What follows belongs to an exercise in optimizing a design on an open flow for small area, a short achievable clock period and few clock cycles per item; a production flow would make more cautious choices.
Where RTL was checked, it was by simulation tests only, not by an equivalence proof against the original.
No functional check of the RTL was part of runs 1 to 5.

File: design/flow/run.sh
#!/bin/bash
# synth_recipe.tcl (not shown) runs the flow's synth.tcl, then flattens the netlist and writes it again
# the make line also repeats each setting of config.mk as NAME=value (left out here)
make -C /OpenROAD-flow-scripts/flow DESIGN_CONFIG=/design/flow/config.mk WORK_HOME=/design/flow/orfs CLKGATE_MAP_FILE= SYNTH_SCRIPT=/design/flow/synth_recipe.tcl finish
File: design/flow/config.mk
export PLATFORM = sky130hd
export DESIGN_NAME = tpu_top
export DESIGN_NICKNAME = tpu_top
export VERILOG_FILES = /design/flow/design.v
export SDC_FILE = /design/flow/constraint.sdc
export NUM_CORES = 4
export LEC_CHECK = 0
export CAP_MARGIN = 20
export CORE_MARGIN = 2
export CORE_UTILIZATION = 40
export PLACE_DENSITY = 0.6
export SLEW_MARGIN = 20
File: design/flow/constraint.sdc
create_clock -name core_clock -period 5.0 [get_ports {clk}]
set_input_delay 1.0000 -clock core_clock [delete_from_list [all_inputs] [get_ports {clk}]]
set_output_delay 1.0000 -clock core_clock [all_outputs]
set_load 0.01 [all_outputs]
File: design/flow/design.v
package tpu_pkg;
        localparam int ARRAY_DIM  = 4;
        localparam int DATA_WIDTH = 8;
        typedef logic [DATA_WIDTH-1:0] elem_t;
endpackage
`timescale 1ns/10ps
module tpu_pe
(
        input  logic [7:0] a_in,
        input  logic [7:0] b_in,
        input  logic [7:0] acc_in,
        output logic [7:0] sum
);
        logic pp1, pp2, pp3, pp4, pp5, pp6, pp7, pp8, pp9, pp10, pp11, pp12, pp13, pp14, pp15, pp16, pp17, pp18, pp19, pp20, pp21, pp22, pp23, pp24, pp25, pp26, pp27, pp28, pp29, pp30, pp31, pp32, pp33, pp34, pp35, pp36, s37, c38, s39, c40, s41, c42, s43, c44, s45, c46, s47, c48, s49, c50, s51, c52, s53, c54, s55, c56, s57, c58, s59, c60, s61, c62, s63, c64, s65, c66, s67, c68, s69, c70, s71, c72, s73, c74, s75, c76, s77, c78, x79, x80, x81, x82, x83, x84, x85, x86, x87, x88, x89, x90, x91;
        logic [7:0] row0, row1;
        assign pp1 = a_in[0] & b_in[0];
        assign pp2 = a_in[0] & b_in[1];
        assign pp3 = a_in[0] & b_in[2];
        assign pp4 = a_in[0] & b_in[3];
        assign pp5 = a_in[0] & b_in[4];
        assign pp6 = a_in[0] & b_in[5];
        assign pp7 = a_in[0] & b_in[6];
        assign pp8 = a_in[0] & b_in[7];
        assign pp9 = a_in[1] & b_in[0];
        assign pp10 = a_in[1] & b_in[1];
        assign pp11 = a_in[1] & b_in[2];
        assign pp12 = a_in[1] & b_in[3];
        assign pp13 = a_in[1] & b_in[4];
        assign pp14 = a_in[1] & b_in[5];
        assign pp15 = a_in[1] & b_in[6];
        assign pp16 = a_in[2] & b_in[0];
        assign pp17 = a_in[2] & b_in[1];
        assign pp18 = a_in[2] & b_in[2];
        assign pp19 = a_in[2] & b_in[3];
        assign pp20 = a_in[2] & b_in[4];
        assign pp21 = a_in[2] & b_in[5];
        assign pp22 = a_in[3] & b_in[0];
        assign pp23 = a_in[3] & b_in[1];
        assign pp24 = a_in[3] & b_in[2];
        assign pp25 = a_in[3] & b_in[3];
        assign pp26 = a_in[3] & b_in[4];
        assign pp27 = a_in[4] & b_in[0];
        assign pp28 = a_in[4] & b_in[1];
        assign pp29 = a_in[4] & b_in[2];
        assign pp30 = a_in[4] & b_in[3];
        assign pp31 = a_in[5] & b_in[0];
        assign pp32 = a_in[5] & b_in[1];
        assign pp33 = a_in[5] & b_in[2];
        assign pp34 = a_in[6] & b_in[0];
        assign pp35 = a_in[6] & b_in[1];
        assign pp36 = a_in[7] & b_in[0];
        assign s37 = acc_in[1] ^ pp2;
        assign c38 = acc_in[1] & pp2;
        assign s39 = acc_in[2] ^ pp10 ^ pp16;
        assign c40 = (acc_in[2] & pp10) | (acc_in[2] & pp16) | (pp10 & pp16);
        assign s41 = pp3 ^ c38;
        assign c42 = pp3 & c38;
        assign s43 = acc_in[3] ^ pp11 ^ pp17;
        assign c44 = (acc_in[3] & pp11) | (acc_in[3] & pp17) | (pp11 & pp17);
        assign s45 = pp22 ^ pp4 ^ c40;
        assign c46 = (pp22 & pp4) | (pp22 & c40) | (pp4 & c40);
        assign s47 = c42 ^ s43;
        assign c48 = c42 & s43;
        assign s49 = acc_in[4] ^ pp12 ^ pp18;
        assign c50 = (acc_in[4] & pp12) | (acc_in[4] & pp18) | (pp12 & pp18);
        assign s51 = pp23 ^ pp27 ^ pp5;
        assign c52 = (pp23 & pp27) | (pp23 & pp5) | (pp27 & pp5);
        assign s53 = c44 ^ s49 ^ s51;
        assign c54 = (c44 & s49) | (c44 & s51) | (s49 & s51);
        assign s55 = c48 ^ c46;
        assign c56 = c48 & c46;
        assign s57 = acc_in[5] ^ pp13 ^ pp19;
        assign c58 = (acc_in[5] & pp13) | (acc_in[5] & pp19) | (pp13 & pp19);
        assign s59 = pp24 ^ pp28 ^ pp31;
        assign c60 = (pp24 & pp28) | (pp24 & pp31) | (pp28 & pp31);
        assign s61 = pp6 ^ c50 ^ c52;
        assign c62 = (pp6 & c50) | (pp6 & c52) | (c50 & c52);
        assign s63 = s57 ^ s59 ^ c54;
        assign c64 = (s57 & s59) | (s57 & c54) | (s59 & c54);
        assign s65 = s61 ^ c56;
        assign c66 = s61 & c56;
        assign s67 = acc_in[6] ^ pp14 ^ pp20;
        assign c68 = (acc_in[6] & pp14) | (acc_in[6] & pp20) | (pp14 & pp20);
        assign s69 = pp25 ^ pp29 ^ pp32;
        assign c70 = (pp25 & pp29) | (pp25 & pp32) | (pp29 & pp32);
        assign s71 = pp34 ^ pp7 ^ c58;
        assign c72 = (pp34 & pp7) | (pp34 & c58) | (pp7 & c58);
        assign s73 = c60 ^ s67 ^ s69;
        assign c74 = (c60 & s67) | (c60 & s69) | (s67 & s69);
        assign s75 = c62 ^ s71 ^ s73;
        assign c76 = (c62 & s71) | (c62 & s73) | (s71 & s73);
        assign s77 = c66 ^ c64;
        assign c78 = c66 & c64;
        assign x79 = acc_in[7] ^ pp15;
        assign x80 = pp21 ^ pp26;
        assign x81 = pp30 ^ pp33;
        assign x82 = pp35 ^ pp36;
        assign x83 = pp8 ^ x79;
        assign x84 = x80 ^ x81;
        assign x85 = x82 ^ c68;
        assign x86 = c70 ^ x83;
        assign x87 = x84 ^ x85;
        assign x88 = x86 ^ c72;
        assign x89 = x87 ^ c74;
        assign x90 = x88 ^ x89;
        assign x91 = x90 ^ c76;
        assign row0[0] = acc_in[0];
        assign row1[0] = pp1;
        assign row0[1] = pp9;
        assign row1[1] = s37;
        assign row0[2] = s39;
        assign row1[2] = s41;
        assign row0[3] = s47;
        assign row1[3] = s45;
        assign row0[4] = s53;
        assign row1[4] = s55;
        assign row0[5] = s65;
        assign row1[5] = s63;
        assign row0[6] = s75;
        assign row1[6] = s77;
        assign row0[7] = c78;
        assign row1[7] = x91;
        assign sum = row0 + row1;
endmodule
`timescale 1ns/10ps
module tpu_top
(
        input  logic clk,
        input  logic rst_n,
        input  logic in_valid,
        input  logic [31:0] a,
        input  logic [31:0] b,
        input  logic out_ready,
        output logic in_ready,
        output logic [31:0] out,
        output logic out_valid,
        output logic done
);
        localparam int N = 4;
        localparam int W = 8;
        logic [N*W-1:0] a_r, b_r;        
        logic           v_r;             
        logic [1:0]     k_r;             
        logic [1:0]     kin;             
        logic           clr;             
        logic [N-1:0]   orow;            
        logic [N*W-1:0] obuf [N];
        logic [N*W-1:0] c_row [N];       
        logic last, ob_free, xfer, s2_ok, adv2, in_fire, out_fire, zero;
        assign last     = (k_r == 2'd3);
        assign ob_free  = !out_valid || (orow[N-1] && out_ready);
        assign s2_ok    = !last || ob_free;
        assign adv2     = v_r && s2_ok;
        assign xfer     = v_r && last && ob_free;
        assign in_ready = !v_r || s2_ok;
        assign in_fire  = in_valid && in_ready;
        assign out_valid = |orow;
        assign out_fire  = out_valid && out_ready;
        always_comb begin
                out = '0;
                for (int r = 0; r < N; r++) begin
                        out = out | (obuf[r] & {(N*W){orow[r]}});
                end
        end
        assign zero = last || clr;
        always_ff @(posedge clk or negedge rst_n) begin
                if (!rst_n) begin
                        v_r  <= 1'b0;
                        kin  <= 2'd0;
                        clr  <= 1'b1;
                        orow <= '0;
                        done <= 1'b0;
                end else begin
                        clr  <= 1'b0;
                        done <= out_fire && orow[N-1];
                        if (in_ready) begin
                                v_r <= in_valid;
                        end
                        if (in_fire) begin
                                kin <= kin + 2'd1;
                        end
                        if (xfer) begin
                                orow <= 4'b0001;
                        end else if (out_fire) begin
                                orow <= {orow[N-2:0], 1'b0};
                        end
                end
        end
        always_ff @(posedge clk) begin
                if (in_ready) begin
                        a_r <= a;
                        b_r <= b;
                        k_r <= kin;
                end
        end
        always_ff @(posedge clk) begin
                if (xfer) begin
                        for (int r = 0; r < N; r++) begin
                                obuf[r] <= c_row[r];
                        end
                end
        end
        for (genvar i = 0; i < N; i++) begin : g_row
                for (genvar j = 0; j < N; j++) begin : g_col
                        logic [W-1:0] acc, sum;
                        tpu_pe u_pe (
                                .a_in   (a_r[(N-1-i)*W +: W]),
                                .b_in   (b_r[(N-1-j)*W +: W]),
                                .acc_in (acc),
                                .sum    (sum)
                        );
                        always_ff @(posedge clk) begin
                                if (adv2 || clr) begin
                                        acc <= zero ? 8'd0 : sum;
                                end
                        end
                        assign c_row[i][(N-1-j)*W +: W] = sum;
                end
        end
endmodule
==> metrics.yaml, run 1 <==
status:
  status: "timing/DRC/antenna clean"
detailed_routing:
  routed_wl_um: 78440
  drtAntennaViolNets: 0
  vias_per_cell: 5.131
  drt_iter0_markers: 1303
  drc: 0
  dr_total_vias: 18600
  firstDrtPassIters: 5
  wire_per_inst_um: 21.64
grt:
  grt_start_max_net_pins: 129
  grt_pass1_vias: 20271
  grt_use_met2_pct: 36.29
  grt_pass1_wl_um: 121100
  use_met3_pct: 4.043
  gr-usage-met1_pct: 29.13
  track_usage_pct: 21.93
  overflow: 0
  antenna_found_initial: 4
  busiest_layer: "met2"
floorplan:
  rows: 97
  design.die.area_um2: 72610
  core_area_um2: 69910
  start_util_pct: 40.32
  die_h_um: 269.5
  die_w_um: 269.5
  ios: 103
synth:
  synthCells: 2580
  synth_top_area_cell: "edfxtp_1"
  syn_avg_cell_area_um2: 10.93
  synth_area_leaders: "edfxtp_1 34%, fa_1 18%, and2_1 11%, ha_1 9.2%, xnor2_1 5.7%"
  synth_area_um2: 28190
  synth.distinct_cells: 38
  synth_top_area_share_pct: 34.30
  ys_ff_latch: 331
  ys_seq_area_share_pct: 35.10
  ys_warn_count: 3
  syn-num-nets: 3112
timing:
  relSlewSlack_pct: 21.80
  setup_viol: 0
  final-hold-violation-count: 0
  tns_ns: 0
  clock_skew_ns: 0.02857
  period_share_pct: 85.31
  clock.fmax_ghz: 0.2344
  min_period_ns: 4.266
  drv_slew: 0
  tightestPinTransition_ns: 1.173
  rsz0062_at_grt: "false"
setup_path:
  max_stage_delay_ns: 0.81
  crit_required_ns: 5.33
  cp-start-kind: "flop"
  cp-end-kind: "flop"
  crit_chain: "and2_1 -> fa_1 -> inv_1 -> fa_1 -> fa_1 -> inv_1 -> ha_1 -> or4_1 -> a31oi_1 -> xor2_1 -> and2_1"
  crit_type: "reg -> reg"
  arrival_ns: 4.60
  cp_common_cell: "fa_1"
  crit_slowest_cell: "edfxtp_1"
  worstPathMaxFanout: 28
final_layout:
  nNetsFinal: 3185
  drive_above_1_share_pct: 4.916
  diodes: 0
  stdcell_area_um2: 31660
  area_growth_pct: 12.29
clocking:
  cts_tree: "built"
  htreeDepth: 2
  clk_latency_ns: 0.59
  cts_inserted_buffers: 42
  cts-root-buf: "clkbuf_16"
  cts.clk_slew.worst_paths_ns: 0.06
  cts.hold.buffers_added: 0
  post_cts_buffers: 0
  cts.sinks: 331
  cts_resized: 0
  cts_buffer_depth: 3
flow_run:
  maxCapViolations: 0
placed_design:
  routabilityCongestion: 0.8690
  io_buffers: 102
  postPlaceCellArea_um2: 30340
  dpl.hpwl_um: 54220
min_path:
  worst_hold_path_type: "reg -> reg"
stage by stage:
step                utilization [%]  worst slack, ns  std cells  hold WS (ns)
global route                  45.28           0.5427       3625        0.5034
CTS                           45.26           0.6629       3624        0.4907
floorplan                         -           0.3066       2580        0.4410
global placement              43.38           0.7403       3547        0.4580
detailed placement            43.40           0.6783       3548        0.4758
finish                        45.28           0.7343       3625        0.4846
path summary, 6_finish.rpt:
kind / from / endpoint / slack (ns) / depth (start not counted)
max: b_r[25]$_DFFE_PN_ / g_row[1].g_col[0].acc[7]$_SDFFCE_PP0P_ / 0.73 / 11
max reg2reg: b_r[25]$_DFFE_PN_ / g_row[1].g_col[0].acc[7]$_SDFFCE_PP0P_ / 0.73 / 11
min: kin[1]$_DFFE_PN0P_ / k_r[1]$_DFFE_PN_ / 0.48 / 0
max in group asynchronous: rst_n / clr$_DFF_PN1_ / 3.93 / 1
min reg2reg: kin[1]$_DFFE_PN0P_ / k_r[1]$_DFFE_PN_ / 0.48 / 0
min in group asynchronous: rst_n / v_r$_DFFE_PN0N_ / 0.73 / 1
cell usage after synthesis:
library cell  count
buf_4            14
xor2_1           94
mux2i_1           3
a21oi_1          69
xor2_2            1
a22oi_1          64
o21a_1           16
dfstp_2           1
nand2_4           1
nand2_1         256
nand2b_1          7
nor2_1           23
o21bai_1         26
a211oi_1         16
clkbuf_1        103
nand3_1           3
ha_1            208
edfxtp_1        322
xnor3_1          16
buf_2             8
inv_1           306
xnor2_2           4
a31oi_1           6
fa_1            256
o21ai_0          22
o22ai_1           1
buf_1             1
a21o_1           33
xnor2_1         185
dfrtp_1           8
nor4_1            1
or3_1             1
and2_1          492
conb_1            1
nand2_2           1
and2_2            4
buf_6             1
or4_1             6
worst max-delay path: cells and delay by family, from the launching register on:
family / cells / cell delay [ns]
AO/OA/AOI/OAI: 1 / 0.22
XOR/XNOR: 1 / 0.11
adder cells (fa/ha/maj): 4 / 1.68
buffers and inverters: 2 / 0.10
flip-flops: 1 / 0.81
AND/OR/NAND/NOR: 3 / 1.09
cell families after synthesis:
family / count (synthesis) / share of synthesized area, %
buf+inv: 433 / 6.014
other cells: 1 / 0.01330
mux: 3 / 0.1065
fa+ha+maj: 464 / 27.41
flops: 331 / 35.10
xor+xnor: 300 / 10.24
simple gates: 795 / 15.22
compound gates: 253 / 5.899
registers in the layout, indices dropped and copies added (netlist names):
signal,count
v_r,1
g_row.g_col.acc,128
obuf,128
kin,2
clr,1
done,1
b_r,32
k_r,2
a_r,32
orow,4
final cells by class:
class                           instances  area [um^2]
Fill cell                            6575        38250
Multi-Input combinational cell       1816        16630
Sequential cell                       331         9896
Timing Repair Buffer                  156         1504
Tap cell                              940         1176
Inverter                              306         1149
Clock buffer                           50         1102
Clock inverter                         26        198.9
placed cells by master (no fill, tap or decap), drive strengths merged, types with 3 or more instances in the layout:
master / netlist / layout
a211oi: 16 / 16
a21o: 33 / 33
a21oi: 69 / 69
a22oi: 64 / 64
a31oi: 6 / 6
and2: 496 / 496
buf: 24 / 54
clkbuf: 103 / 50
clkdlybuf4s50: 0 / 102
clkinv: 0 / 18
dfrtp: 8 / 8
edfxtp: 322 / 322
fa: 256 / 256
ha: 208 / 208
inv: 306 / 310
mux2i: 3 / 3
nand2: 258 / 258
nand2b: 7 / 7
nand3: 3 / 3
nor2: 23 / 23
o21a: 16 / 16
o21ai: 22 / 22
o21bai: 26 / 26
or4: 6 / 6
xnor2: 189 / 189
xnor3: 16 / 16
xor2: 95 / 95
per-layer routing:
metal  part of all wire (%)  vias to the layer above
li1                       -                     8454
met1                     43                     9474
met2                     47                      550
met3                    6.3                      122
met4                    3.1                        0
met5                      0                        -
==> run 2, diff against run 1 <==
--- a/design/flow/config.mk
+++ b/design/flow/config.mk
@@ -9,4 +9,5 @@
 export CORE_MARGIN = 2
 export CORE_UTILIZATION = 40
 export PLACE_DENSITY = 0.6
+export SETUP_SLACK_MARGIN = 1.0
 export SLEW_MARGIN = 20
==> metrics.yaml, run 2 <==
flow_run:
  maxCapViolations: 0  # unchanged
final_layout:
  layout_common_cells: "492 x and2_1, 322 x edfxtp_1, 306 x inv_1, 256 x nand2_1, 250 x fa_1"
  ff_latch_area_um2: 9897  # about the same
  final_util_pct: 47.57  # +2.3 points
  area_growth_pct: 17.97
  drive_above_1_share_pct: 10.10  # +5.2 points
  multi_input_area_um2: 16670  # +0.23%
  layout_commonest_cell: "and2_1"
  fin_cells: 3763  # +3.8%
  nNetsFinal: 3322  # +4.3%
  reg_top3: "g_row.g_col.acc (128), obuf (128)"
  fillers: 6398  # -2.7%
setup_path:
  ff2ff_path_depth: 13  # +2
  r2r-end: "g_row[1].g_col[2].acc[7]$_SDFFCE_PP0P_"
  max_stage_delay_ns: 0.55  # -0.26 ns
  cp-start-kind: "flop"
  cp-end-kind: "flop"
  crit_slowest_cell: "or4_1"
  reg2reg_slack_ns: 1.12  # +0.39 ns
  worstPathMaxFanout: 3  # -89%
  crit_chain: "buf_4 -> buf_6 -> and2_1 -> fa_1 -> inv_1 -> fa_2 -> fa_1 -> inv_1 -> ha_1 -> or4_1 -> a31oi_2 -> xor2_1 -> and2_1"
  crit_type: "reg -> reg"
  arrival_ns: 4.20  # -0.40 ns
  rr_startpoint: "b_r[12]$_DFFE_PN_"
  crit_required_ns: 5.32  # about the same
floorplan:
  start_util_pct: 40.32  # unchanged
  design.die.area_um2: 72610  # unchanged
  ios: 103  # unchanged
  die_w_um: 269.5  # unchanged
  rows: 97  # unchanged
  core_area_um2: 69910  # unchanged
  die_h_um: 269.5  # unchanged
synth:
  synthCells: 2580  # unchanged
  synth_area_um2: 28190  # unchanged
  synth_edf_count: 322  # unchanged
  synth_top_area_cell: "edfxtp_1"
  ys_ff_latch: 331  # unchanged
  syn_avg_cell_area_um2: 10.93  # unchanged
  synth.distinct_cells: 38  # unchanged
  ys_warn_count: 3  # unchanged
  synth_area_leaders: "edfxtp_1 34%, fa_1 18%, and2_1 11%, ha_1 9.2%, xnor2_1 5.7%"
  synthTopCellsByCount: "492 x and2_1, 322 x edfxtp_1, 306 x inv_1"
  async_flop_share_pct: 2.719  # unchanged
  ys_seq_area_share_pct: 35.10  # unchanged
  syn-num-nets: 3112  # unchanged
  synth-main-ff-cell: "edfxtp_1"
  synth_top_area_share_pct: 34.30  # unchanged
  synth_most_common_cell: "and2_1"
clocking:
  cts-root-buf: "clkbuf_16"
  cts.hold.buffers_added: 0  # unchanged
  cts_buffer_depth: 3  # unchanged
  cts_inserted_buffers: 41  # -2.4%
  clk_latency_ns: 0.58  # about the same
  cts.clk_slew.worst_paths_ns: 0.06  # about the same
  cts.sinks: 331  # unchanged
  cts_tree: "built"
  htreeDepth: 2  # unchanged
grt:
  antenna_found_initial: 2  # -2
  grt_pass1_wl_um: 122500  # +1.2%
  overflow: 0  # unchanged
  grt_pass1_vias: 20344  # +0.36%
  grt_start_max_net_pins: 80  # -38%
  track_usage_pct: 22.35  # +0.42 points
timing:
  tns_ns: 0  # unchanged
  clock_skew_ns: 0.02046  # -0.008114 ns
  clock.fmax_ghz: 0.2580  # +10%
  setup_viol: 0  # unchanged
  period_share_pct: 77.53  # -7.8 points
  min_period_ns: 3.876  # -0.3893 ns
  final-hold-violation-count: 0  # unchanged
  tightestPinTransition_ns: 0.9650  # -0.2080 ns
  drv_slew: 0  # unchanged
  rsz0062_at_grt: "true"
  relSlewSlack_pct: 35.67  # +14 points
detailed_routing:
  routed_wl_um: 80630  # +2.8%
  met2_length_um: 37990  # +2.7%
  drc: 0  # unchanged
  wl_met1_um: 34680  # +1.8%
  drtAntennaViolNets: 0  # unchanged
  dr_total_vias: 19317  # +3.9%
  wire_per_inst_um: 21.43  # -0.98%
  vias_per_cell: 5.133  # about the same
  drt_iter0_markers: 1260  # -3.3%
  wl_met3_um: 5976  # +21%
  top_layer: "met4"
  firstDrtPassIters: 5  # unchanged
placed_design:
  routabilityCongestion: 0.8347  # -3.9%
  dpl.cell_count: 3556  # +0.23%
  io_buffers: 102  # unchanged
  dpl.hpwl_um: 53320  # -1.7%
status:
  status: "timing/DRC/antenna clean"
min_path:
  hold_path_startpoint: "kin[1]$_DFFE_PN0P_"
  worst_hold_path_type: "reg -> reg"
  min_path_cells: 1  # +1
  holdPathEnd: "kin[1]$_DFFE_PN0P_"
[run 2: cell counts after synthesis]
Identical to the previous run, type by type.
[run 2: layer usage]
layer | global-route usage (%) | up-vias
met5 | 0 | -
met4 | 6.389 | 0
met3 | 4.212 | 116
met2 | 36.90 | 612
met1 | 30.04 | 9866
li1 | - | 8723
[run 2: cells by family after synthesis]
family                   Yosys count  synth area share, %
flip-flops                       331                35.10
buffers and inverters            433                6.014
multiplexers                       3               0.1065
AND/OR/NAND/NOR                  795                15.22
other                              1              0.01330
XOR/XNOR                         300                10.24
AO/OA/AOI/OAI                    253                5.899
adder cells (fa/ha/maj)          464                27.41
[run 2: cell type report]
type / count / share of cell area, %
inverter: 306 / 3.454
sequential: 331 / 29.76
clock inverter: 26 / 0.9331
timing repair buffer: 294 / 8.789
multi-input combinational: 1816 / 50.12
antenna: 1 / 0.007525
clock buffer: 49 / 3.398
tap: 940 / 3.537
[run 2: worst max-delay path by stage]
| stage | start | slack [ns] | cells after the start | endpoint |
|---|---|---|---|---|
| 4_1_cts | a_r[10]$_DFFE_PN_ | 1.0 | 12 | g_row[2].g_col[0].acc[7]$_SDFFCE_PP0P_ |
| 6_report | b_r[12]$_DFFE_PN_ | 1.12 | 13 | g_row[1].g_col[2].acc[7]$_SDFFCE_PP0P_ |
| 3_5_place_dp | a_r[25]$_DFFE_PN_ | 0.73 | 12 | g_row[0].g_col[1].acc[7]$_SDFFCE_PP0P_ |
| 3_3_place_gp | a_r[26]$_DFFE_PN_ | 0.79 | 10 | g_row[0].g_col[3].acc[7]$_SDFFCE_PP0P_ |
| 5_1_grt | b_r[20]$_DFFE_PN_ | 0.97 | 11 | g_row[0].g_col[1].acc[7]$_SDFFCE_PP0P_ |
| 2_1_floorplan | out_ready | 1.04 | 3 | in_ready |
[run 2: per-stage QoR]
step | setup slack (ns) | area [um^2] | hold WS, ns
3_5_place_dp | 0.7315 | 30400 | 0.4677
3_3_place_gp | 0.7941 | 30400 | 0.4567
2_1_floorplan | 1.036 | 28200 | 0.4410
6_report | 1.124 | 33250 | 0.4692
5_1_grt | 0.9711 | 33250 | 0.4887
4_1_cts | 0.9983 | 32860 | 0.4755
[run 2: worst max-delay path: cells and delay by family, from the launching register on]
kind	cells	cell delay [ns]
AOI/OAI and AO/OA	1	0.21
xor gates and xnor gates	1	0.11
and+or+nand+nor	3	0.85
buffers and inverters	4	0.41
DFF	1	0.38
adders and majority gates	4	1.68
[run 2: repair_timing]
item / CTS / global route
gates cloned: 0 / 0
pin swaps: 0 / 11
resized for setup: 0 / 15
endpoints found under the setup margin: 29 / 20
setup buffers: 103 / 28
==> run 3, diff against run 2 <==
--- a/design/flow/config.mk
+++ b/design/flow/config.mk
@@ -9,5 +9,5 @@
 export CORE_MARGIN = 2
 export CORE_UTILIZATION = 40
 export PLACE_DENSITY = 0.6
-export SETUP_SLACK_MARGIN = 1.0
+export SETUP_SLACK_MARGIN = 2.0
 export SLEW_MARGIN = 20
==> metrics.yaml, run 3 <==
synth:
  synth_most_common_cell: "and2_1"
  synthCells: 2580  # unchanged
  ys_seq_area_share_pct: 35.10  # unchanged
  synth-main-ff-cell: "edfxtp_1"
  synth_area_leaders: "edfxtp_1 34%, fa_1 18%, and2_1 11%, ha_1 9.2%, xnor2_1 5.7%"
  synth.distinct_cells: 38  # unchanged
  synth_area_um2: 28190  # unchanged
  syn-num-nets: 3112  # unchanged
  synth_edf_count: 322  # unchanged
  synthTopCellsByCount: "492 x and2_1, 322 x edfxtp_1, 306 x inv_1"
  ys_warn_count: 3  # unchanged
  ys_ff_latch: 331  # unchanged
  syn_avg_cell_area_um2: 10.93  # unchanged
  synth_top_area_cell: "edfxtp_1"
  synth_top_area_share_pct: 34.30  # unchanged
  async_flop_share_pct: 2.719  # unchanged
timing:
  period_share_pct: 73.55  # -4.0 points
  drv_slew: 0  # unchanged
  min_period_ns: 3.678  # -0.1988 ns
  rsz0062_at_grt: "true"
  setup_viol: 0  # unchanged
  relSlewSlack_pct: 30.57  # -5.1 points
  tightestPinTransition_ns: 1.041  # +0.07644 ns
  clock.fmax_ghz: 0.2719  # +5.4%
  tns_ns: 0  # unchanged
  final-hold-violation-count: 0  # unchanged
  holdWs_ns: 0.4823  # +0.01316 ns
  fin_ws_ns: 1.322  # +0.1988 ns
  clock_skew_ns: 0.01972  # -0.0007434 ns
flow_run:
  maxCapViolations: 0  # unchanged
final_layout:
  nNetsFinal: 3435  # +3.4%
  layout_common_cells: "412 x and2_1, 322 x edfxtp_1, 251 x nand2_1, 239 x inv_1, 182 x fa_1"
  multi_input_area_um2: 18840  # +13%
  area_growth_pct: 30.53
  ff_latch_area_um2: 9897  # unchanged
  stdcell_area_um2: 36800  # +11%
  layout_commonest_cell: "and2_1"
  drive_above_1_share_pct: 29.25  # +19 points
  reg_top3: "g_row.g_col.acc (128), obuf (128)"
  fillers: 5934  # -7.3%
min_path:
  hold_path_startpoint: "kin[1]$_DFFE_PN0P_"
  holdPathEnd: "k_r[1]$_DFFE_PN_"
  worst_hold_path_type: "reg -> reg"
  min_path_cells: 0  # -1
placed_design:
  dp_slack_ns: 0.8310  # +0.09943 ns
  dpl.hpwl_um: 51410  # -3.6%
  postPlaceCellArea_um2: 31050  # +2.1%
  routabilityCongestion: 0.8384  # +0.44%
  io_buffers: 102  # unchanged
setup_path:
  cp-start-kind: "flop"
  crit_required_ns: 5.32  # about the same
  reg2reg_slack_ns: 1.32  # +0.20 ns
  rr_startpoint: "a_r[17]$_DFFE_PN_"
  worstPathBufferInverterCount: 3  # -1
  path_delay_family: "adder cells"
  crit_slowest_cell: "edfxtp_1"
  ff2ff_path_depth: 12  # -1
  arrival_ns: 4.00  # -0.20 ns
  crit_chain: "buf_6 -> buf_16 -> and2_4 -> fa_1 -> inv_1 -> fa_1 -> fa_2 -> xor2_1 -> xnor2_1 -> xnor3_1 -> xor2_1 -> and2_1"
  crit_type: "reg -> reg"
  max_stage_delay_ns: 0.49  # -0.06 ns
  worstPathMaxFanout: 6  # +3
  r2r-end: "g_row[1].g_col[0].acc[7]$_SDFFCE_PP0P_"
  cp-end-kind: "flop"
detailed_routing:
  routed_wl_um: 89290  # +11%
  firstDrtPassIters: 5  # unchanged
  wire_per_inst_um: 23.05  # +7.6%
  dr_total_vias: 20304  # +5.1%
  drtAntennaViolNets: 0  # unchanged
  drc: 0  # unchanged
  drt_iter0_markers: 1321  # +4.8%
  vias_per_cell: 5.241  # +2.1%
clocking:
  cts_inserted_buffers: 41  # unchanged
  clk_latency_ns: 0.58  # about the same
  cts_buffer_depth: 3  # unchanged
  cts_tree: "built"
  cts-root-buf: "clkbuf_16"
  cts.sinks: 331  # unchanged
  htreeDepth: 2  # unchanged
  cts.clk_slew.worst_paths_ns: 0.06  # about the same
floorplan:
  core_area_um2: 69910  # unchanged
  die_h_um: 269.5  # unchanged
  die_w_um: 269.5  # unchanged
  design.die.area_um2: 72610  # unchanged
  rows: 97  # unchanged
  start_util_pct: 40.32  # unchanged
  ios: 103  # unchanged
grt:
  overflow: 0  # unchanged
  grt_pass1_vias: 22062  # +8.4%
  grt_pass1_wl_um: 133800  # +9.2%
  grt_start_max_net_pins: 129  # +61%
  track_usage_pct: 24.50  # +2.1 points
  antenna_found_initial: 5  # +3
status:
  status: "timing/DRC/antenna clean"
## run 3: cell count changes in the layout (fill, tap and decap cells not counted), sizes merged
cell           before  now
buf               192  305
clkinv             14   12
clkbuf             49   67
clkdlybuf4s50     102   67
a21o               33   34
clkdlybuf4s15       0    6
dlygate4sd2         0    9
bufinv              6    7
## run 3: kinds of logic (layout without fill, tap and decap cells)
group | count (synthesis) | in the layout | synth area share (%)
and+or+nand+nor | 795 | 795 | 15.22
muxes | 3 | 3 | 0.1065
xor gates and xnor gates | 300 | 300 | 10.24
DFF | 331 | 331 | 35.10
buffers and inverters | 433 | 785 | 6.014
other | 1 | 2 | 0.01330
AOI/OAI and AO/OA | 253 | 254 | 5.899
adders and majority gates | 464 | 464 | 27.41
## run 3: how the worst max path moves through the flow
stage,startpoint,cells past startpoint,end
global placement,a_r[26]$_DFFE_PN_,10,g_row[0].g_col[3].acc[7]$_SDFFCE_PP0P_
floorplan,out_ready,4,obuf[0][0]$_DFFE_PP_
finish,a_r[17]$_DFFE_PN_,12,g_row[1].g_col[0].acc[7]$_SDFFCE_PP0P_
detailed placement,a_r[10]$_DFFE_PN_,10,g_row[2].g_col[0].acc[7]$_SDFFCE_PP0P_
global route,a_r[21]$_DFFE_PN_,13,g_row[1].g_col[2].acc[7]$_SDFFCE_PP0P_
CTS,a_r[19]$_DFFE_PN_,12,g_row[1].g_col[0].acc[7]$_SDFFCE_PP0P_
## run 3: metal layers
metal | part of all wire, % | GRT usage [%] | vias up
li1 | - | - | 8937
met2 | 49 | 41.49 | 712
met1 | 40 | 31.01 | 10460
met3 | 8.0 | 5.468 | 193
met5 | 0.015 | 0 | -
met4 | 3.3 | 8.158 | 2
## run 3: cell type report
cell class / instances / area share, %
flip-flops and latches: 331 / 26.90
repair buffers: 406 / 11.79
clock buffers: 48 / 2.941
well taps: 940 / 3.196
multi-input cells: 1817 / 51.20
diodes: 1 / 0.006801
clock inverters: 25 / 0.8501
inverters: 306 / 3.121
## run 3: metrics by stage
| stage | utilization (%) | instances |
|---|---|---|
| 6_report | 52.64 | 3874 |
| 3_5_place_dp | 44.42 | 3533 |
| 4_1_cts | 51.20 | 3839 |
| 5_1_grt | 52.63 | 3873 |
| 3_3_place_gp | 44.34 | 3530 |
| 2_1_floorplan | - | 2580 |
## run 3: what timing repair did
action | in CTS | in global routing
pin swaps | 116 | 105
hold buffers | 0 | 0
endpoints found under the hold margin | 0 | 0
gates cloned | 9 | 2
setup buffers | 224 | 32
setup endpoints to repair | 272 | 141
gates resized for setup | 295 | 208
==> run 4, diff against run 3 <==
--- a/design/flow/design.v
+++ b/design/flow/design.v
@@ -138,22 +138,17 @@
 );
         localparam int N = 4;
         localparam int W = 8;
-        logic [N*W-1:0] a_r, b_r;        
-        logic           v_r;             
-        logic [1:0]     k_r;             
         logic [1:0]     kin;             
         logic           clr;             
         logic [N-1:0]   orow;            
         logic [N*W-1:0] obuf [N];
         logic [N*W-1:0] c_row [N];       
-        logic last, ob_free, xfer, s2_ok, adv2, in_fire, out_fire, zero;
-        assign last     = (k_r == 2'd3);
+        logic last, ob_free, xfer, in_fire, out_fire, zero;
+        assign last     = (kin == 2'd3);
         assign ob_free  = !out_valid || (orow[N-1] && out_ready);
-        assign s2_ok    = !last || ob_free;
-        assign adv2     = v_r && s2_ok;
-        assign xfer     = v_r && last && ob_free;
-        assign in_ready = !v_r || s2_ok;
+        assign in_ready = !clr && (!last || ob_free);
         assign in_fire  = in_valid && in_ready;
+        assign xfer     = in_fire && last;
         assign out_valid = |orow;
         assign out_fire  = out_valid && out_ready;
         always_comb begin
@@ -165,7 +160,6 @@
         assign zero = last || clr;
         always_ff @(posedge clk or negedge rst_n) begin
                 if (!rst_n) begin
-                        v_r  <= 1'b0;
                         kin  <= 2'd0;
                         clr  <= 1'b1;
                         orow <= '0;
@@ -173,9 +167,6 @@
                 end else begin
                         clr  <= 1'b0;
                         done <= out_fire && orow[N-1];
-                        if (in_ready) begin
-                                v_r <= in_valid;
-                        end
                         if (in_fire) begin
                                 kin <= kin + 2'd1;
                         end
@@ -187,13 +178,6 @@
                 end
         end
         always_ff @(posedge clk) begin
-                if (in_ready) begin
-                        a_r <= a;
-                        b_r <= b;
-                        k_r <= kin;
-                end
-        end
-        always_ff @(posedge clk) begin
                 if (xfer) begin
                         for (int r = 0; r < N; r++) begin
                                 obuf[r] <= c_row[r];
@@ -204,13 +188,13 @@
                 for (genvar j = 0; j < N; j++) begin : g_col
                         logic [W-1:0] acc, sum;
                         tpu_pe u_pe (
-                                .a_in   (a_r[(N-1-i)*W +: W]),
-                                .b_in   (b_r[(N-1-j)*W +: W]),
+                                .a_in   (a[(N-1-i)*W +: W]),
+                                .b_in   (b[(N-1-j)*W +: W]),
                                 .acc_in (acc),
                                 .sum    (sum)
                         );
                         always_ff @(posedge clk) begin
-                                if (adv2 || clr) begin
+                                if (in_fire || clr) begin
                                         acc <= zero ? 8'd0 : sum;
                                 end
                         end
--- a/design/flow/config.mk
+++ b/design/flow/config.mk
@@ -9,5 +9,5 @@
 export CORE_MARGIN = 2
 export CORE_UTILIZATION = 40
 export PLACE_DENSITY = 0.6
-export SETUP_SLACK_MARGIN = 2.0
+export SETUP_SLACK_MARGIN = 1.0
 export SLEW_MARGIN = 20
==> metrics.yaml, run 4 <==
status:
  status: "timing/DRC/antenna clean"
floorplan:
  ios: 103  # unchanged
  rows: 93  # -4.1%
  core_area_um2: 64580  # -7.6%
  die_w_um: 259.9  # -3.6%
  design.die.area_um2: 67520  # -7.0%
  start_util_pct: 40.55  # +0.22 points
  die_h_um: 259.9  # -3.6%
setup_path:
  crit_required_ns: 5.31  # about the same
  crit_type: "in -> reg"
  path_delay_family: "XOR/XNOR gates"
  cp-start-kind: "input pin"
  ff2ff_path_depth: 10  # -2
  arrival_ns: 4.30  # +0.30 ns
  worstPathBufferInverterCount: 2  # -1
  crit_chain: "clkdlybuf4s50_1 -> and2_1 -> fa_1 -> inv_1 -> fa_2 -> xor2_2 -> xnor2_1 -> xnor2_1 -> xnor3_1 -> xor2_2 -> and2_1"
  path_depth: 11  # -1
  worstPathMaxFanout: 7  # +1
  crit_slowest_cell: "clkdlybuf4s50_1"
  max_stage_delay_ns: 0.78  # +0.29 ns
  cp-end-kind: "flop"
min_path:
  min_path_cells: 1  # +1
  worst_hold_path_type: "reg -> reg"
timing:
  rsz0062_at_grt: "true"
  tns_ns: 0  # unchanged
  relSlewSlack_pct: 26.07  # -4.5 points
  period_share_pct: 79.75  # +6.2 points
  clock.fmax_ghz: 0.2508  # -7.8%
  drv_slew: 0  # unchanged
  setup_viol: 0  # unchanged
  clock_skew_ns: 0.01386  # -0.005853 ns
  holdWs_ns: 0.4765  # -0.005859 ns
  fin_ws_ns: 1.012  # -0.3099 ns
  final-hold-violation-count: 0  # unchanged
  tightestPinTransition_ns: 1.109  # +0.06752 ns
  min_period_ns: 3.988  # +0.3099 ns
detailed_routing:
  vias_per_cell: 5.342  # +1.9%
  drc: 0  # unchanged
  drtAntennaViolNets: 0  # unchanged
  dr_total_vias: 19000  # -6.4%
  wire_per_inst_um: 23.73  # +2.9%
  routed_wl_um: 84400  # -5.5%
  drt_iter0_markers: 1463  # +11%
  firstDrtPassIters: 5  # unchanged
synth:
  synth.distinct_cells: 36  # -5.3%
  synth_most_common_cell: "and2_1"
  synth_top_area_share_pct: 29.36  # -4.9 points
  synth_top_area_cell: "edfxtp_1"
  async_flop_share_pct: 3.030  # +0.31 points
  syn-num-nets: 3041  # -2.3%
  synth_area_leaders: "edfxtp_1 29%, fa_1 20%, and2_1 12%, ha_1 10%, xnor2_1 6.2%"
  synthTopCellsByCount: "494 x and2_1, 307 x inv_1, 256 x edfxtp_1, 256 x fa_1, 256 x nand2_1"
  ys_seq_area_share_pct: 30.13  # -5.0 points
  syn_avg_cell_area_um2: 10.44  # -4.4%
  ys_warn_count: 3  # unchanged
  synth-main-ff-cell: "edfxtp_1"
  synthCells: 2508  # -2.8%
  synth_area_um2: 26190  # -7.1%
  synth_edf_count: 256  # -20%
  ys_ff_latch: 264  # -20%
placed_design:
  routabilityCongestion: 0.8677  # +3.5%
  dp_slack_ns: 0.03518  # -0.7958 ns
  io_buffers: 102  # unchanged
  dpl.hpwl_um: 49900  # -2.9%
final_layout:
  multi_input_area_um2: 17320  # -8.1%
  ff_latch_area_um2: 7890  # -20%
  area_growth_pct: 21.17
  reg_top3: "g_row.g_col.acc (128), obuf (128), orow (4)"
  drive_above_1_share_pct: 15.58  # -14 points
  layout_common_cells: "458 x and2_1, 290 x inv_1, 256 x edfxtp_1, 255 x nand2_1, 206 x fa_1"
  final_util_pct: 49.13  # -3.5 points
  layout_commonest_cell: "and2_1"
  nNetsFinal: 3205  # -6.7%
  fillers: 5793  # -2.4%
clocking:
  cts.hold.buffers_added: 0  # unchanged
  cts_inserted_buffers: 35  # -15%
  cts_tree: "built"
  cts.sinks: 264  # -20%
  clk_latency_ns: 0.55  # -0.03 ns
  cts_buffer_depth: 3  # unchanged
  cts.clk_slew.worst_paths_ns: 0.06  # about the same
  htreeDepth: 2  # unchanged
  cts-root-buf: "clkbuf_16"
grt:
  track_usage_pct: 24.98  # +0.48 points
  grt_pass1_vias: 20693  # -6.2%
  grt_start_max_net_pins: 83  # -36%
  antenna_found_initial: 8  # +3
  grt_pass1_wl_um: 124900  # -6.7%
  overflow: 0  # unchanged
flow_run:
  maxCapViolations: 0  # unchanged
## run 4: cell count changes in the layout (fill, tap and decap cells not counted), moves of 44 or more
cell	delta
edfxtp_1	-66
ha_4	-46
buf_4	-100
and2_1	+46
inv_1	+51
buf_6	-56
ha_1	+47
inv_2	-50
and2_4	-44
## run 4: routing by layer
metal | wire, um | global-route usage [%] | vias to the layer above | share of wire, %
li1 | - | - | 8355 | -
met1 | 34040 | 32.03 | 9685 | 40
met2 | 40590 | 42.36 | 776 | 48
met3 | 6981 | 4.630 | 182 | 8.3
met4 | 2772 | 8.477 | 2 | 3.3
met5 | 18 | 0 | - | 0.021
## run 4: final timing paths
path | start | to | slack (ns)
worst min-delay path | kin[0]$_DFFE_PN0P_ | kin[0]$_DFFE_PN0P_ | 0.48
max in group asynchronous | rst_n | clr$_DFF_PN1_ | 3.94
worst min register to register | kin[0]$_DFFE_PN0P_ | kin[0]$_DFFE_PN0P_ | 0.48
worst max register to register | g_row[1].g_col[0].acc[6]$_SDFFCE_PP0P_ | g_row[1].g_col[0].acc[7]$_SDFFCE_PP0P_ | 1.62
min in group asynchronous | rst_n | done$_DFF_PN0_ | 0.74
worst max-delay path | a[22] | g_row[1].g_col[0].acc[7]$_SDFFCE_PP0P_ | 1.01
## run 4: layout make-up
| type | instances | share of cell area [%] |
|---|---|---|
| Inverter | 307 | 3.632 |
| Multi-Input combinational cell | 1810 | 54.59 |
| Antenna cell | 6 | 0.04732 |
| Clock buffer | 45 | 3.013 |
| Sequential cell | 264 | 24.87 |
| Timing Repair Buffer | 254 | 10.17 |
| Clock inverter | 16 | 0.3076 |
| Tap cell | 855 | 3.372 |
## run 4: stage by stage
step / std cells / instance area [um^2]
after floorplan: 2508 / 27050
after global placement: 3417 / 29240
after detailed placement: 3417 / 29240
after CTS: 3528 / 31390
after global routing: 3551 / 31710
final: 3557 / 31730
## run 4: logic make-up (layout without fill, tap and decap cells)
family,count (synthesis),in the layout,share of synthesized area (%)
AND/OR/NAND/NOR,785,785,16.18
adder cells (fa/ha/maj),465,465,29.56
buffers and inverters,434,622,6.522
XOR/XNOR,300,300,10.96
flip-flops,264,264,30.13
AO/OA/AOI/OAI,255,255,6.475
multiplexers,4,4,0.1577
other,1,7,0.01432
## run 4: what timing repair did
action / in CTS / in global routing
gates resized for setup: 99 / 131
gates cloned: 24 / 7
setup buffers: 26 / 16
pin swaps: 29 / 48
setup endpoints to repair: 33 / 21
==> run 5, diff against run 4 <==
--- a/design/flow/config.mk
+++ b/design/flow/config.mk
@@ -7,7 +7,7 @@
 export LEC_CHECK = 0
 export CAP_MARGIN = 20
 export CORE_MARGIN = 2
-export CORE_UTILIZATION = 40
-export PLACE_DENSITY = 0.6
+export CORE_UTILIZATION = 65
+export PLACE_DENSITY = 0.8
 export SETUP_SLACK_MARGIN = 1.0
 export SLEW_MARGIN = 20
==> metrics.yaml, run 5 <==
clocking:
  cts_buffer_depth: 3  # unchanged
  cts.hold.buffers_added: 0  # unchanged
  cts_inserted_buffers: 31  # -11%
  clk_latency_ns: 0.60  # +0.05 ns
  cts.sinks: 264  # unchanged
  cts_tree: "built"
  cts-root-buf: "clkbuf_16"
  cts.clk_slew.worst_paths_ns: 0.07  # about the same
  htreeDepth: 1  # -1
synth:
  async_flop_share_pct: 3.030  # unchanged
  synth_area_um2: 26190  # unchanged
  synth_top_area_share_pct: 29.36  # unchanged
  syn-num-nets: 3041  # unchanged
  synthCells: 2508  # unchanged
  synth-main-ff-cell: "edfxtp_1"
  ys_ff_latch: 264  # unchanged
  synth_top_area_cell: "edfxtp_1"
  synth_area_leaders: "edfxtp_1 29%, fa_1 20%, and2_1 12%, ha_1 10%, xnor2_1 6.2%"
  ys_warn_count: 3  # unchanged
  synthTopCellsByCount: "494 x and2_1, 307 x inv_1, 256 x edfxtp_1, 256 x fa_1, 256 x nand2_1"
  ys_seq_area_share_pct: 30.13  # unchanged
  synth_most_common_cell: "and2_1"
  synth_edf_count: 256  # unchanged
  syn_avg_cell_area_um2: 10.44  # unchanged
  synth.distinct_cells: 36  # unchanged
final_layout:
  fillers: 2544  # -56%
  layout_commonest_cell: "and2_1"
  area_growth_pct: 17.49
  drive_above_1_share_pct: 13.35  # -2.2 points
  layout_common_cells: "460 x and2_1, 293 x inv_1, 256 x edfxtp_1, 255 x nand2_1, 211 x fa_1"
  reg_top3: "g_row.g_col.acc (128), obuf (128), orow (4)"
  nNetsFinal: 3172  # -1.0%
  stdcell_area_um2: 30760  # -3.0%
floorplan:
  design.die.area_um2: 41910  # -38%
  die_w_um: 204.7  # -21%
  start_util_pct: 65.90  # +25 points
  core_area_um2: 39730  # -38%
  rows: 73  # -22%
  ios: 103  # unchanged
  die_h_um: 204.7  # -21%
detailed_routing:
  routed_wl_um: 77510  # -8.2%
  drtAntennaViolNets: 0  # unchanged
  drc: 0  # unchanged
  firstDrtPassIters: 8  # +3
  wire_per_inst_um: 24.33  # +2.5%
  dr_total_vias: 19434  # +2.3%
  vias_per_cell: 6.100  # +14%
  drt_iter0_markers: 1485  # +1.5%
grt:
  track_usage_pct: 36.81  # +12 points
  antenna_found_initial: 3  # -5
  grt_pass1_vias: 21076  # +1.9%
  grt_pass1_wl_um: 115700  # -7.3%
  overflow: 0  # unchanged
  grt_start_max_net_pins: 133  # +60%
status:
  status: "timing/DRC/antenna clean"
timing:
  period_share_pct: 80.58  # +0.83 points
  relSlewSlack_pct: 45.10  # +19 points
  fin_ws_ns: 0.9709  # -0.04154 ns
  tightestPinTransition_ns: 0.8235  # -0.2855 ns
  final-hold-violation-count: 0  # unchanged
  clock_skew_ns: 0.01588  # +0.002014 ns
  min_period_ns: 4.029  # +0.04154 ns
  drv_slew: 0  # unchanged
  tns_ns: 0  # unchanged
  setup_viol: 0  # unchanged
  clock.fmax_ghz: 0.2482  # -1.0%
  rsz0062_at_grt: "true"
setup_path:
  arrival_ns: 4.39  # +0.09 ns
  crit_type: "in -> reg"
  cp-start-kind: "input pin"
  crit_slowest_cell: "fa_1"
  max_stage_delay_ns: 0.54  # -0.24 ns
  worstPathMaxFanout: 14  # +7
  crit_required_ns: 5.36  # +0.05 ns
  cp-end-kind: "flop"
  crit_chain: "clkdlybuf4s15_1 -> buf_12 -> and2_1 -> fa_1 -> inv_1 -> fa_1 -> fa_2 -> xor2_2 -> xnor2_2 -> xnor2_1 -> xnor3_1 -> xor2_1 -> and2_1"
min_path:
  worst_hold_path_type: "reg -> reg"
placed_design:
  dp_slack_ns: 0.08301  # +0.04783 ns
  dpl.hpwl_um: 45800  # -8.2%
  routabilityCongestion: 0.9065  # +4.5%
  postPlaceCellArea_um2: 28730  # -1.7%
  io_buffers: 102  # unchanged
flow_run:
  maxCapViolations: 0  # unchanged
run 5: what timing repair did:
action                     in CTS  in global routing
gates cloned                   18                  9
setup buffers                  12                  6
setup endpoints to repair      34                 26
resized for setup              60                 95
pin swaps                      19                 28
run 5: cell type report:
cell class              count  area [um^2]  area share [%]
diodes                      2        5.005         0.01627
repair buffers            225         2864           9.309
multi-input cells        1810        17290           56.21
well taps                 525        656.9           2.135
flip-flops and latches    264         7889           25.64
inverters                 307         1152           3.746
clock inverters            17        110.1          0.3579
clock buffers              36        794.5           2.583
run 5: routing by layer:
metal	routed length, um	GRT usage, %	part of all wire [%]
met1	26940	45.33	35
met2	36640	61.35	47
met3	9272	8.129	12
met4	4658	18.35	6.0
met5	0	0	0
run 5: critical path: cells and delay by family:
kind,cells,cell delay (ns)
XOR/XNOR,5,0.94
adder cells (fa/ha/maj),3,1.49
buffers and inverters,3,0.63
AND/OR/NAND/NOR,2,0.31
run 5: kinds of logic (layout without fill, tap and decap cells):
kind of cell             count (synthesis)  in the layout  synth area share, %
AND/OR/NAND/NOR                        785            785                16.18
buffers and inverters                  434            585                6.522
XOR/XNOR                               300            300                10.96
AO/OA/AOI/OAI                          255            255                6.475
adder cells (fa/ha/maj)                465            465                29.56
flip-flops                             264            264                30.13
other                                    1              3              0.01432
multiplexers                             4              4               0.1577
run 5: final timing paths:
| check | cells past startpoint | to | slack, ns | startpoint |
|---|---|---|---|---|
| worst max-delay path | 13 | g_row[2].g_col[0].acc[7]$_SDFFCE_PP0P_ | 0.97 | a[9] |
| worst min-delay path | 1 | kin[0]$_DFFE_PN0P_ | 0.49 | kin[0]$_DFFE_PN0P_ |
| worst max register to register | 10 | g_row[1].g_col[3].acc[7]$_SDFFCE_PP0P_ | 1.60 | g_row[1].g_col[3].acc[6]$_SDFFCE_PP0P_ |
| worst min register to register | 1 | kin[0]$_DFFE_PN0P_ | 0.49 | kin[0]$_DFFE_PN0P_ |
| max in group asynchronous | 1 | clr$_DFF_PN1_ | 3.99 | rst_n |
| min in group asynchronous | 1 | done$_DFF_PN0_ | 0.69 | rst_n |
run 5: per-stage QoR:
stage	hold slack (ns)	util, %	std cells
floorplan	0.4480	-	2508
global placement	0.4627	72.31	3086
detailed placement	0.4754	72.31	3086
CTS	0.4828	76.44	3169
global route	0.5112	77.42	3185
finish	0.4893	77.43	3186
==> run 6, diff against run 5 <==
--- a/design/flow/design.v
+++ b/design/flow/design.v
@@ -122,6 +122,124 @@
         assign row1[7] = x91;
         assign sum = row0 + row1;
 endmodule
+module tpu_pe_first
+(
+        input  logic [7:0] a_in,
+        input  logic [7:0] b_in,
+        input  logic [7:0] acc_in,
+        output logic [7:0] sum
+);
+        logic pp1, pp2, pp3, pp4, pp5, pp6, pp7, pp8, pp9, pp10, pp11, pp12, pp13, pp14, pp15, pp16, pp17, pp18, pp19, pp20, pp21, pp22, pp23, pp24, pp25, pp26, pp27, pp28, pp29, pp30, pp31, pp32, pp33, pp34, pp35, pp36, s37, c38, s39, c40, s41, c42, s43, c44, s45, c46, s47, c48, s49, c50, s51, c52, s53, c54, s55, c56, s57, c58, s59, c60, s61, c62, s63, c64, s65, c66, s67, c68, s69, c70, s71, c72, s73, c74, s75, c76, s77, c78, x79, x80, x81, x82, x83, x84, x85, x86, x87, x88, x89, x90, x91;
+        logic [7:0] row0, row1;
+        assign pp1 = a_in[0] & b_in[0];
+        assign pp2 = a_in[0] & b_in[1];
+        assign pp3 = a_in[0] & b_in[2];
+        assign pp4 = a_in[0] & b_in[3];
+        assign pp5 = a_in[0] & b_in[4];
+        assign pp6 = a_in[0] & b_in[5];
+        assign pp7 = a_in[0] & b_in[6];
+        assign pp8 = a_in[0] & b_in[7];
+        assign pp9 = a_in[1] & b_in[0];
+        assign pp10 = a_in[1] & b_in[1];
+        assign pp11 = a_in[1] & b_in[2];
+        assign pp12 = a_in[1] & b_in[3];
+        assign pp13 = a_in[1] & b_in[4];
+        assign pp14 = a_in[1] & b_in[5];
+        assign pp15 = a_in[1] & b_in[6];
+        assign pp16 = a_in[2] & b_in[0];
+        assign pp17 = a_in[2] & b_in[1];
+        assign pp18 = a_in[2] & b_in[2];
+        assign pp19 = a_in[2] & b_in[3];
+        assign pp20 = a_in[2] & b_in[4];
+        assign pp21 = a_in[2] & b_in[5];
+        assign pp22 = a_in[3] & b_in[0];
+        assign pp23 = a_in[3] & b_in[1];
+        assign pp24 = a_in[3] & b_in[2];
+        assign pp25 = a_in[3] & b_in[3];
+        assign pp26 = a_in[3] & b_in[4];
+        assign pp27 = a_in[4] & b_in[0];
+        assign pp28 = a_in[4] & b_in[1];
+        assign pp29 = a_in[4] & b_in[2];
+        assign pp30 = a_in[4] & b_in[3];
+        assign pp31 = a_in[5] & b_in[0];
+        assign pp32 = a_in[5] & b_in[1];
+        assign pp33 = a_in[5] & b_in[2];
+        assign pp34 = a_in[6] & b_in[0];
+        assign pp35 = a_in[6] & b_in[1];
+        assign pp36 = a_in[7] & b_in[0];
+        assign s37 = pp2 ^ pp9;
+        assign c38 = pp2 & pp9;
+        assign s39 = pp10 ^ pp16 ^ pp3;
+        assign c40 = (pp10 & pp16) | (pp10 & pp3) | (pp16 & pp3);
+        assign s41 = c38 ^ acc_in[2];
+        assign c42 = c38 & acc_in[2];
+        assign s43 = pp11 ^ pp17 ^ pp22;
+        assign c44 = (pp11 & pp17) | (pp11 & pp22) | (pp17 & pp22);
+        assign s45 = pp4 ^ acc_in[3] ^ c40;
+        assign c46 = (pp4 & acc_in[3]) | (pp4 & c40) | (acc_in[3] & c40);
+        assign s47 = s43 ^ c42;
+        assign c48 = s43 & c42;
+        assign s49 = pp12 ^ pp18 ^ pp23;
+        assign c50 = (pp12 & pp18) | (pp12 & pp23) | (pp18 & pp23);
+        assign s51 = pp27 ^ pp5 ^ acc_in[4];
+        assign c52 = (pp27 & pp5) | (pp27 & acc_in[4]) | (pp5 & acc_in[4]);
+        assign s53 = c44 ^ s49 ^ c46;
+        assign c54 = (c44 & s49) | (c44 & c46) | (s49 & c46);
+        assign s55 = c48 ^ s51;
+        assign c56 = c48 & s51;
+        assign s57 = pp13 ^ pp19 ^ pp24;
+        assign c58 = (pp13 & pp19) | (pp13 & pp24) | (pp19 & pp24);
+        assign s59 = pp28 ^ pp31 ^ pp6;
+        assign c60 = (pp28 & pp31) | (pp28 & pp6) | (pp31 & pp6);
+        assign s61 = acc_in[5] ^ c50 ^ s57;
+        assign c62 = (acc_in[5] & c50) | (acc_in[5] & s57) | (c50 & s57);
+        assign s63 = s59 ^ c52 ^ s61;
+        assign c64 = (s59 & c52) | (s59 & s61) | (c52 & s61);
+        assign s65 = c56 ^ c54;
+        assign c66 = c56 & c54;
+        assign s67 = pp14 ^ pp20 ^ pp25;
+        assign c68 = (pp14 & pp20) | (pp14 & pp25) | (pp20 & pp25);
+        assign s69 = pp29 ^ pp32 ^ pp34;
+        assign c70 = (pp29 & pp32) | (pp29 & pp34) | (pp32 & pp34);
+        assign s71 = pp7 ^ acc_in[6] ^ c58;
+        assign c72 = (pp7 & acc_in[6]) | (pp7 & c58) | (acc_in[6] & c58);
+        assign s73 = c60 ^ s67 ^ s69;
+        assign c74 = (c60 & s67) | (c60 & s69) | (s67 & s69);
+        assign s75 = c62 ^ s71 ^ s73;
+        assign c76 = (c62 & s71) | (c62 & s73) | (s71 & s73);
+        assign s77 = c64 ^ s75;
+        assign c78 = c64 & s75;
+        assign x79 = pp15 ^ pp21;
+        assign x80 = pp26 ^ pp30;
+        assign x81 = pp33 ^ pp35;
+        assign x82 = pp36 ^ pp8;
+        assign x83 = x79 ^ x80;
+        assign x84 = x81 ^ x82;
+        assign x85 = acc_in[7] ^ c68;
+        assign x86 = c70 ^ x83;
+        assign x87 = x84 ^ x85;
+        assign x88 = x86 ^ c72;
+        assign x89 = x87 ^ c74;
+        assign x90 = x88 ^ x89;
+        assign x91 = x90 ^ c76;
+        assign row0[0] = pp1;
+        assign row1[0] = acc_in[0];
+        assign row0[1] = s37;
+        assign row1[1] = acc_in[1];
+        assign row0[2] = s39;
+        assign row1[2] = s41;
+        assign row0[3] = s45;
+        assign row1[3] = s47;
+        assign row0[4] = s55;
+        assign row1[4] = s53;
+        assign row0[5] = s63;
+        assign row1[5] = s65;
+        assign row0[6] = c66;
+        assign row1[6] = s77;
+        assign row0[7] = x91;
+        assign row1[7] = c78;
+        assign sum = row0 + row1;
+endmodule
 `timescale 1ns/10ps
 module tpu_top
 (
@@ -141,19 +259,22 @@
         logic [1:0]     kin;             
         logic           clr;             
         logic [N-1:0]   orow;            
-        logic [N*W-1:0] obuf [N];
-        logic [N*W-1:0] c_row [N];       
-        logic last, ob_free, xfer, in_fire, out_fire, zero;
+        logic [N*W-1:0] obuf [1:N-1];    
+        logic [N*W-1:0] acc0;            
+        logic [N*W-1:0] c_row [1:N-1];   
+        logic first, last, ob_free, xfer, in_fire, out_fire, zero;
+        assign first    = (kin == 2'd0);
         assign last     = (kin == 2'd3);
         assign ob_free  = !out_valid || (orow[N-1] && out_ready);
-        assign in_ready = !clr && (!last || ob_free);
+        assign in_ready = !clr && (first ? (!orow[0] || out_ready) :
+                                   last  ? ob_free : 1'b1);
         assign in_fire  = in_valid && in_ready;
         assign xfer     = in_fire && last;
         assign out_valid = |orow;
         assign out_fire  = out_valid && out_ready;
         always_comb begin
-                out = '0;
-                for (int r = 0; r < N; r++) begin
+                out = acc0 & {(N*W){orow[0]}};
+                for (int r = 1; r < N; r++) begin
                         out = out | (obuf[r] & {(N*W){orow[r]}});
                 end
         end
@@ -179,12 +300,27 @@
         end
         always_ff @(posedge clk) begin
                 if (xfer) begin
-                        for (int r = 0; r < N; r++) begin
+                        for (int r = 1; r < N; r++) begin
                                 obuf[r] <= c_row[r];
                         end
                 end
         end
-        for (genvar i = 0; i < N; i++) begin : g_row
+        for (genvar j = 0; j < N; j++) begin : g_col0
+                logic [W-1:0] acc, sum;
+                tpu_pe_first u_pe (
+                        .a_in   (a[(N-1)*W +: W]),
+                        .b_in   (b[(N-1-j)*W +: W]),
+                        .acc_in (first ? 8'd0 : acc),
+                        .sum    (sum)
+                );
+                always_ff @(posedge clk) begin
+                        if (in_fire) begin
+                                acc <= sum;
+                        end
+                end
+                assign acc0[(N-1-j)*W +: W] = acc;
+        end
+        for (genvar i = 1; i < N; i++) begin : g_row
                 for (genvar j = 0; j < N; j++) begin : g_col
                         logic [W-1:0] acc, sum;
                         tpu_pe u_pe (
--- a/design/flow/config.mk
+++ b/design/flow/config.mk
@@ -7,7 +7,7 @@
 export LEC_CHECK = 0
 export CAP_MARGIN = 20
 export CORE_MARGIN = 2
-export CORE_UTILIZATION = 65
-export PLACE_DENSITY = 0.8
+export CORE_UTILIZATION = 40
+export PLACE_DENSITY = 0.6
 export SETUP_SLACK_MARGIN = 1.0
 export SLEW_MARGIN = 20
==> metrics.yaml, run 6 <==
synth:
  ys_ff_latch: 232  # -12%
  syn-num-nets: 2976  # -2.1%
  async_flop_share_pct: 3.448  # +0.42 points
  synth-main-ff-cell: "edfxtp_1"
  synthCells: 2442  # -2.6%
  synth_area_leaders: "edfxtp_1 27%, fa_1 21%, and2_1 11%, ha_1 11%, xnor2_1 7.3%"
  synth_top_area_share_pct: 26.98  # -2.4 points
  synth_area_um2: 24930  # -4.8%
  synth.distinct_cells: 42  # +17%
  ys_warn_count: 3  # unchanged
  synthTopCellsByCount: "443 x and2_1, 280 x inv_1, 262 x nand2_1"
placed_design:
  io_buffers: 102  # unchanged
  postPlaceCellArea_um2: 28040  # -2.4%
  dpl.hpwl_um: 50650  # +11%
  routabilityCongestion: 0.8406  # -7.3%
  dpl.cell_count: 3330  # +7.9%
flow_run:
  maxCapViolations: 0  # unchanged
detailed_routing:
  vias_per_cell: 5.286  # -13%
  drtAntennaViolNets: 0  # unchanged
  drc: 0  # unchanged
  dr_total_vias: 18143  # -6.6%
  drt_iter0_markers: 1269  # -15%
  firstDrtPassIters: 5  # -3
  wire_per_inst_um: 23.74  # -2.4%
  routed_wl_um: 81480  # +5.1%
floorplan:
  start_util_pct: 40.40  # -26 points
  die_h_um: 253.7  # +24%
  die_w_um: 253.7  # +24%
  design.die.area_um2: 64340  # +54%
  ios: 103  # unchanged
  core_area_um2: 61710  # +55%
grt:
  grt_start_max_net_pins: 40  # -70%
  track_usage_pct: 23.88  # -13 points
  grt_pass1_vias: 19347  # -8.2%
  antenna_found_initial: 4  # +1
  overflow: 0  # unchanged
clocking:
  clk_latency_ns: 0.60  # about the same
  cts_tree: "built"
  cts-root-buf: "clkbuf_16"
  cts.hold.buffers_added: 0  # unchanged
  cts_buffer_depth: 3  # unchanged
  cts.clk_slew.worst_paths_ns: 0.06  # about the same
timing:
  period_share_pct: 80.50  # -0.082 points
  setup_viol: 0  # unchanged
  tns_ns: 0  # unchanged
  clock.fmax_ghz: 0.2484  # +0.10%
  holdWs_ns: 0.5008  # +0.01150 ns
  final-hold-violation-count: 0  # unchanged
  tightestPinTransition_ns: 0.9928  # +0.1693 ns
  rsz0062_at_grt: "true"
  drv_slew: 0  # unchanged
  clock_skew_ns: 0.01632  # +0.0004391 ns
final_layout:
  fillers: 5573  # +120%
  fin_cells: 3432  # +7.7%
  area_growth_pct: 21.16
  layout_commonest_cell: "and2_1"
  final_util_pct: 48.95  # -28 points
  nNetsFinal: 3104  # -2.1%
  reg_top3: "g_row.g_col.acc (96), obuf (96), g_col0.acc (32)"
setup_path:
  cp-start-kind: "input pin"
  path_delay_family: "adder cells"
  crit_chain: "clkdlybuf4s15_2 -> buf_4 -> nand2_1 -> fa_1 -> fa_1 -> fa_1 -> inv_2 -> ha_4 -> xor2_2 -> xnor2_1 -> xnor2_1 -> xnor2_1 -> xnor2_1"
  crit_type: "in -> reg"
  cp-end-kind: "flop"
  worstPathBufferInverterCount: 3  # unchanged
  crit_required_ns: 5.33  # -0.03 ns
min_path:
  worst_hold_path_type: "reg -> reg"
status:
  status: "timing/DRC/antenna clean"
## run 6: worst register-to-register path, stage by stage, from the launching register on
cell and delay (ns):
dfrtp_1 0.40, inv_1 0.07, ha_1 0.73, nand2b_1 0.24, fa_1 0.45, fa_1 0.54, inv_2 0.05, ha_4 0.16
xor2_2 0.15, xnor2_1 0.14, xnor2_1 0.14, xnor2_1 0.29, xnor2_1 0.13
## run 6: kinds of logic (layout without fill, tap and decap cells)
group           count (synthesis)  after routing  synth area share, %
flops                         232            232                27.79
mux                             4              4               0.1656
other cells                     1              3              0.01504
simple gates                  805            805                17.20
fa+ha+maj                     466            466                31.10
compound gates                218            218                5.857
xor+xnor                      309            309                11.58
buf+inv                       407            558                6.299
## run 6: cell type report
cell class	count	area [um^2]	area share, %
Multi-Input combinational cell	1803	17130	56.70
Antenna cell	2	5.005	0.01657
Clock buffer	38	802.0	2.655
Sequential cell	232	6929	22.94
Tap cell	837	1047	3.467
Timing Repair Buffer	223	3007	9.954
Inverter	280	1051	3.480
Clock inverter	17	236.5	0.7829
## run 6: repair_timing
item / 4_1_cts / 5_1_grt
pin swaps: 11 / 35
resized for setup: 41 / 96
gates cloned: 12 / 20
buffers inserted: 4 / 9
endpoints found under the setup margin: 32 / 25
## run 6: per-layer routing
metal	part of all wire [%]	vias to the layer above	GRT usage, %
met5	0.023	-	0
met4	3.2	2	6.807
met3	8.7	155	4.343
met2	47	720	39.97
met1	41	9231	31.67
li1	-	8035	-
## run 6: final timing paths
kind	from	to	slack, ns	cells after the start
setup / recovery	b[4]	g_col0[3].acc[7]$_DFFE_PP_	0.98	13
hold / removal	kin[0]$_DFFE_PN0P_	kin[0]$_DFFE_PN0P_	0.50	1
setup reg to reg	kin[0]$_DFFE_PN0P_	g_col0[3].acc[7]$_DFFE_PP_	1.26	12
hold reg to reg	kin[0]$_DFFE_PN0P_	kin[0]$_DFFE_PN0P_	0.50	1
max in group asynchronous	rst_n	clr$_DFF_PN1_	3.98	1
min in group asynchronous	rst_n	orow[3]$_DFFE_PN0P_	0.70	1
## run 6: per-stage QoR
stage,setup slack (ns)
floorplan,0.8731
global placement,0.04368
detailed placement,0.01459
CTS,0.9466
global route,0.9126
finish,0.9750
Testbench counts of run 6, summed over its fixed seeds: cycles 1,328, jobs 320.

## re-timing with driven ports
Ports are ideal in the flow. The routed layouts listed here were re-timed in OpenROAD.
Step 1: set_driving_cell puts a clkbuf_16 on clk and a buf_2 on each other input, an assumption about the parent block.
Step 2 times the ports against the registers' clock, not the clock port: input delays grow and output delays shrink by t, the midpoint of the rising clock arrivals with the driver on.
Slacks: no drivers / after step 1 / after step 2; pairs: no drivers / after step 1.
run | t, ns | slack for setup (ns) | worst setup path at the end | worst register clock-pin slew, ns | worst slew at a driven data input, ns
run 1 | 0.627 | 0.734 / 0.734 / 0.734 | register to register | 0.07 / 0.07 | 0.05
run 2 | 0.624 | 1.124 / 1.070 / 1.124 | register to register | 0.07 / 0.07 | 0.15
run 3 | 0.625 | 1.322 / 1.322 / 1.322 | register to register | 0.07 / 0.07 | 0.07
run 4 | 0.607 | 1.012 / 1.047 / 0.440 | input to register | 0.06 / 0.06 | 0.10
run 5 | 0.652 | 0.971 / 1.005 / 0.353 | input to register | 0.07 / 0.07 | 0.08
run 6 | 0.646 | 0.975 / 0.967 / 0.356 | input to register | 0.06 / 0.06 | 0.06
After both steps setup and hold are still met in every run listed. For run 6, which loses most, drivers alone change the setup slack by -0.008 ns; drivers and shift together by -0.619 ns.
